Background: an optimization exercise with open tools, aiming at small area, a short achievable clock period and few clock cycles. Do not read the settings as production practice. Function was checked by simulation only, so behaviour that the tests miss may differ from the original. Power and IR drop assume default switching activity.

main:
==> module icache_ctrl, before the edit <==
module icache_ctrl #(
  parameter int unsigned LINES       = 16,
  parameter int unsigned MEM_LATENCY = 1
) (
  input  logic         clk,
  input  logic         reset,
  input  logic         pc_valid,
  input  logic [31:0]  pc,
  input  logic         flush,
  output logic [31:0]  inst,
  output logic         inst_valid,
  output logic         stall,
  output logic [31:0]  mem_address,
  input  logic [127:0] mem_dataline,
  output logic [31:0]  hit_count,
  output logic [31:0]  miss_count
);
  localparam int unsigned IDX   = $clog2(LINES);
  localparam int unsigned TAG_W = 28 - IDX;
  logic [27:0]        buf_line_q;     
  logic               buf_ok_q;       
  logic               cont_q;         
  logic               first_q;        
  logic               idx_eq_q;       
  logic               tag_miss_q;     
  logic [IDX:0]       carry;          
  logic [6:0]         line_ne;
  logic               buf_hit;
  logic               hit_en;
  logic               stall_en;
  logic               stall_hit;
  logic               served;
  logic               idx_eq;
  logic               next_lo;
  logic               lo_en;
  logic               idx_ne;
  logic               req;
  logic               start;
  logic [31:0]        hit_count_q;
  logic [31:0]        miss_count_q;
  logic               miss_add_q;
  logic [32:0]        hit_carry;
  logic [32:0]        miss_carry;
  logic [31:0]        miss_sum;
  logic [LINES-1:0]   valid_q;
  logic [TAG_W-1:0]   tag_q [LINES];
  logic [IDX-1:0]     buf_idx;
  logic [TAG_W-1:0]   buf_tag;
  logic [TAG_W-1:0]   slot_tag;
  logic               slot_valid;
  logic               buf_present;
  logic               pc_present;
  logic               new_miss;
  logic               fill;
  logic               fill_q;         
  logic               fill_same_q;    
  logic [IDX-1:0]     fill_idx;       
  assign req     = pc_valid && !flush && !reset;
  assign start   = req && !cont_q;
  for (genvar g = 0; g < 7; g++) begin : g_line_ne
    icache_ctrl_ne4 u_ne (.a(pc[4+4*g +: 4]), .b(buf_line_q[4*g +: 4]), .ne(line_ne[g]));
  end
  assign hit_en  = buf_ok_q && pc_valid && !flush && !reset;
  assign stall_en = buf_ok_q && !flush;
  icache_ctrl_match u_match_iv (.ne(line_ne), .en(hit_en),   .match(inst_valid));
  icache_ctrl_match u_match_st (.ne(line_ne), .en(stall_en), .match(stall_hit));
  icache_ctrl_match u_match    (.ne(line_ne), .en(buf_ok_q), .match(buf_hit));
  assign stall      = pc_valid && !reset && !stall_hit;
  assign served     = req && buf_hit;         
  icache_ctrl_prefix #(IDX) u_carry (.a(buf_line_q[IDX-1:0]), .p(carry));
  icache_ctrl_ne4 u_idx_ne (.a(pc[3+IDX:4]), .b(buf_line_q[IDX-1:0]), .ne(idx_ne));
  assign idx_eq  = !idx_ne;
  assign lo_en   = buf_ok_q && pc[3] && pc[2] && !carry[IDX];
  icache_ctrl_nor2 u_next_lo (.a(idx_ne), .b(!lo_en), .y(next_lo));
  always_comb begin
    mem_address[3:0] = 4'b0000;
    for (int i = 0; i < IDX; i++)
      mem_address[4+i] = pc[4+i] ^ (next_lo && carry[i]);
    mem_address[31:4+IDX] = pc[31:4+IDX];
  end
  assign buf_idx     = buf_line_q[IDX-1:0];
  assign buf_tag     = buf_line_q[27:IDX];
  assign slot_tag    = tag_q[buf_idx];
  assign slot_valid  = valid_q[buf_idx];
  assign buf_present = fill_same_q || (slot_valid && (slot_tag == buf_tag));
  assign pc_present  = fill_same_q ? !(|line_ne[6:1])
                                   : (slot_valid && (slot_tag == pc[31:4+IDX]));
  assign new_miss = (start && buf_hit && !buf_present) ||
                    (first_q && (idx_eq_q ? tag_miss_q : !buf_present));
  assign fill = served && !buf_present;
  assign fill_idx = fill_same_q ? buf_idx : buf_idx - IDX'(1);
  icache_ctrl_prefix #(32) u_hit_carry  (.a(hit_count_q),  .p(hit_carry));
  icache_ctrl_prefix #(32) u_miss_carry (.a(miss_count_q), .p(miss_carry));
  assign miss_sum = miss_count_q ^ ({32{miss_add_q && !miss_carry[32]}} & miss_carry[31:0]);
  assign hit_count  = hit_count_q;
  assign miss_count = miss_sum;
  always_comb begin
    case (pc[3:2])
      2'd0:    inst = mem_dataline[127:96];
      2'd1:    inst = mem_dataline[95:64];
      2'd2:    inst = mem_dataline[63:32];
      default: inst = mem_dataline[31:0];
    endcase
  end
  always_ff @(posedge clk or posedge reset) begin
    if (reset) begin
      buf_ok_q     <= 1'b0;
      cont_q       <= 1'b0;
      first_q      <= 1'b0;
      hit_count_q  <= 32'h0;
      miss_count_q <= 32'h0;
      miss_add_q   <= 1'b0;
      valid_q      <= '0;
      fill_q       <= 1'b0;
      fill_same_q  <= 1'b0;
    end else begin
      buf_ok_q <= !flush;
      cont_q   <= req && !buf_hit;
      first_q  <= start && !buf_hit;
      hit_count_q  <= hit_count_q ^ ({32{served && !hit_carry[32]}} & hit_carry[31:0]);
      miss_add_q   <= new_miss;
      miss_count_q <= miss_sum;
      fill_q <= fill;
      fill_same_q <= fill && !(pc[3] && pc[2] && !carry[IDX]);
      if (flush)
        valid_q <= '0;
      else if (fill_q)
        valid_q[fill_idx] <= 1'b1;
    end
  end
  always_ff @(posedge clk) begin
    buf_line_q <= mem_address[31:4];
    idx_eq_q   <= idx_eq;
    tag_miss_q <= !pc_present;
    if (fill_q)
      tag_q[fill_idx] <= buf_tag;
  end
endmodule
Settings: LEC_CHECK=0, CAP_MARGIN=20, CORE_MARGIN=2, CORE_UTILIZATION=40, SETUP_SLACK_MARGIN=2.5, SLEW_MARGIN=20, SYNTH_HIERARCHICAL=1; clock period 6.0 ns.
standard.sh (not shown) runs the stock make flow with config.mk's settings and CLKGATE_MAP_FILE= SYNTH_SCRIPT=/design/flow/synth_recipe.tcl, a recipe that flattens the netlist after the stock synthesis.
==> flow/flow/run.sh <==
#!/bin/bash
# Own layout flow: the standard synthesis unchanged, then the standard ORFS
# layout with sizing not tied to cell footprints, minimum-size port buffers,
# and a clock tree of smaller buffers without dummy loads.
set -euo pipefail
cd "$(dirname "$0")/.."
bash standard.sh synth > synth.log 2>&1
bash standard.sh \
  MATCH_CELL_FOOTPRINT=0 \
  "BUFFER_PORTS_ARGS=-buffer_cell sky130_fd_sc_hd__buf_1" \
  "CTS_ARGS=-sink_clustering_enable -repair_clock_nets -dont_use_dummy_load -buf_list sky130_fd_sc_hd__clkbuf_16 -sink_clustering_size 26 -sink_clustering_max_diameter 90" \
  finish > layout.log 2>&1
Testbench counts of main, summed over its fixed seeds: cycles 37,210.
Input changes introduced in the feature branch (baseline for comparison: main):
--- a/flow/design.v
+++ b/flow/design.v
@@ -45,12 +45,14 @@
   logic [LINES-1:0]   valid_q;
   logic [TAG_W-1:0]   tag_q [LINES];
   logic [IDX-1:0]     buf_idx;
   logic [TAG_W-1:0]   buf_tag;
   logic [TAG_W-1:0]   slot_tag;
   logic               slot_valid;
+  logic [LINES-1:0]   idx_oh;         
+  logic [3:0]         word_oh;        
   logic               buf_present;
   logic               pc_present;
   logic               new_miss;
   logic               fill;
   logic               fill_q;         
   logic               fill_same_q;    
@@ -77,33 +79,43 @@
     for (int i = 0; i < IDX; i++)
       mem_address[4+i] = pc[4+i] ^ (next_lo && carry[i]);
     mem_address[31:4+IDX] = pc[31:4+IDX];
   end
   assign buf_idx     = buf_line_q[IDX-1:0];
   assign buf_tag     = buf_line_q[27:IDX];
-  assign slot_tag    = tag_q[buf_idx];
-  assign slot_valid  = valid_q[buf_idx];
+  for (genvar j = 0; j < LINES; j++) begin : g_idx_oh
+    assign idx_oh[j] = (buf_idx == IDX'(j));
+  end
+  for (genvar b = 0; b < TAG_W; b++) begin : g_slot
+    logic [LINES-1:0] col;
+    for (genvar j = 0; j < LINES; j++) begin : g_col
+      assign col[j] = tag_q[j][b];
+    end
+    icache_ctrl_sel16 u_sel (.sel(idx_oh), .d(col), .y(slot_tag[b]));
+  end
+  icache_ctrl_sel16 u_sel_valid (.sel(idx_oh), .d(valid_q), .y(slot_valid));
   assign buf_present = fill_same_q || (slot_valid && (slot_tag == buf_tag));
   assign pc_present  = fill_same_q ? !(|line_ne[6:1])
                                    : (slot_valid && (slot_tag == pc[31:4+IDX]));
   assign new_miss = (start && buf_hit && !buf_present) ||
                     (first_q && (idx_eq_q ? tag_miss_q : !buf_present));
   assign fill = served && !buf_present;
   assign fill_idx = fill_same_q ? buf_idx : buf_idx - IDX'(1);
   icache_ctrl_prefix #(32) u_hit_carry  (.a(hit_count_q),  .p(hit_carry));
   icache_ctrl_prefix #(32) u_miss_carry (.a(miss_count_q), .p(miss_carry));
   assign miss_sum = miss_count_q ^ ({32{miss_add_q && !miss_carry[32]}} & miss_carry[31:0]);
   assign hit_count  = hit_count_q;
   assign miss_count = miss_sum;
-  always_comb begin
-    case (pc[3:2])
-      2'd0:    inst = mem_dataline[127:96];
-      2'd1:    inst = mem_dataline[95:64];
-      2'd2:    inst = mem_dataline[63:32];
-      default: inst = mem_dataline[31:0];
-    endcase
+  for (genvar w = 0; w < 4; w++) begin : g_word_oh
+    assign word_oh[w] = (pc[3:2] == 2'(w));
+  end
+  for (genvar b = 0; b < 32; b++) begin : g_inst
+    icache_ctrl_sel4 u_sel (.sel(word_oh),
+                            .d({mem_dataline[b], mem_dataline[32+b], mem_dataline[64+b],
+                                mem_dataline[96+b]}),
+                            .y(inst[b]));
   end
   always_ff @(posedge clk or posedge reset) begin
     if (reset) begin
       buf_ok_q     <= 1'b0;
       cont_q       <= 1'b0;
       first_q      <= 1'b0;
@@ -213,6 +225,20 @@
 module icache_ctrl_and4 (
   input  logic [3:0] a,
   output logic       y
 );
   assign y = &a;
 endmodule
+module icache_ctrl_sel16 (
+  input  logic [15:0] sel,
+  input  logic [15:0] d,
+  output logic        y
+);
+  assign y = |(sel & d);
+endmodule
+module icache_ctrl_sel4 (
+  input  logic [3:0] sel,
+  input  logic [3:0] d,
+  output logic       y
+);
+  assign y = |(sel & d);
+endmodule
[summary]
The final area of the feature branch was superior to that of main.
Relative to main, minimum period implied by the final worst setup slack has increased by 120 ps in the feature branch.
The feature branch vs main, CTS buffer count went down by about 8%.
Via count on the feature branch is behind main.
Relative to main, the total power measured on the feature branch has decreased slightly.
Cmp the feature branch and main / mean post-synth cell area / lower: the feature branch
The feature branch vs main — share of post-route cells with drive strength above 1 dropped 1.4 points.
Testbench counts of the feature branch, summed over its fixed seeds: cycles 37,210.

static timing again, ports no longer ideal:
The flow's constraints put no driver on any port. The routed layouts listed below were extracted and timed again, unchanged, in two steps.
Step 1 sets driving cells, clkbuf_16 on the clock port and buf_2 on the other inputs (assumed; they add their load-dependent delay and slew).
Step 2, shift: input delay + t, output delay - t, t = (earliest + latest rising clock arrival at the registers) / 2. This alone moves slack from input paths to output paths.
Slacks: ideal / step 1 / step 2; pairs: ideal / step 1.
run	t (ns)	setup slack, ns	worst hold slack (ns)	latest minus earliest clock arrival (ns)
main	0.627	2.461 / 2.388 / 2.037	0.432 / 0.432 / 0.432	0.069 / 0.068
the feature branch	0.608	2.342 / 2.290 / 1.952	0.446 / 0.446 / 0.446	0.093 / 0.093
After both steps setup and hold are still met in every run listed. For main, which loses most, drivers alone change the setup slack by -0.073 ns; drivers and shift together by -0.424 ns.
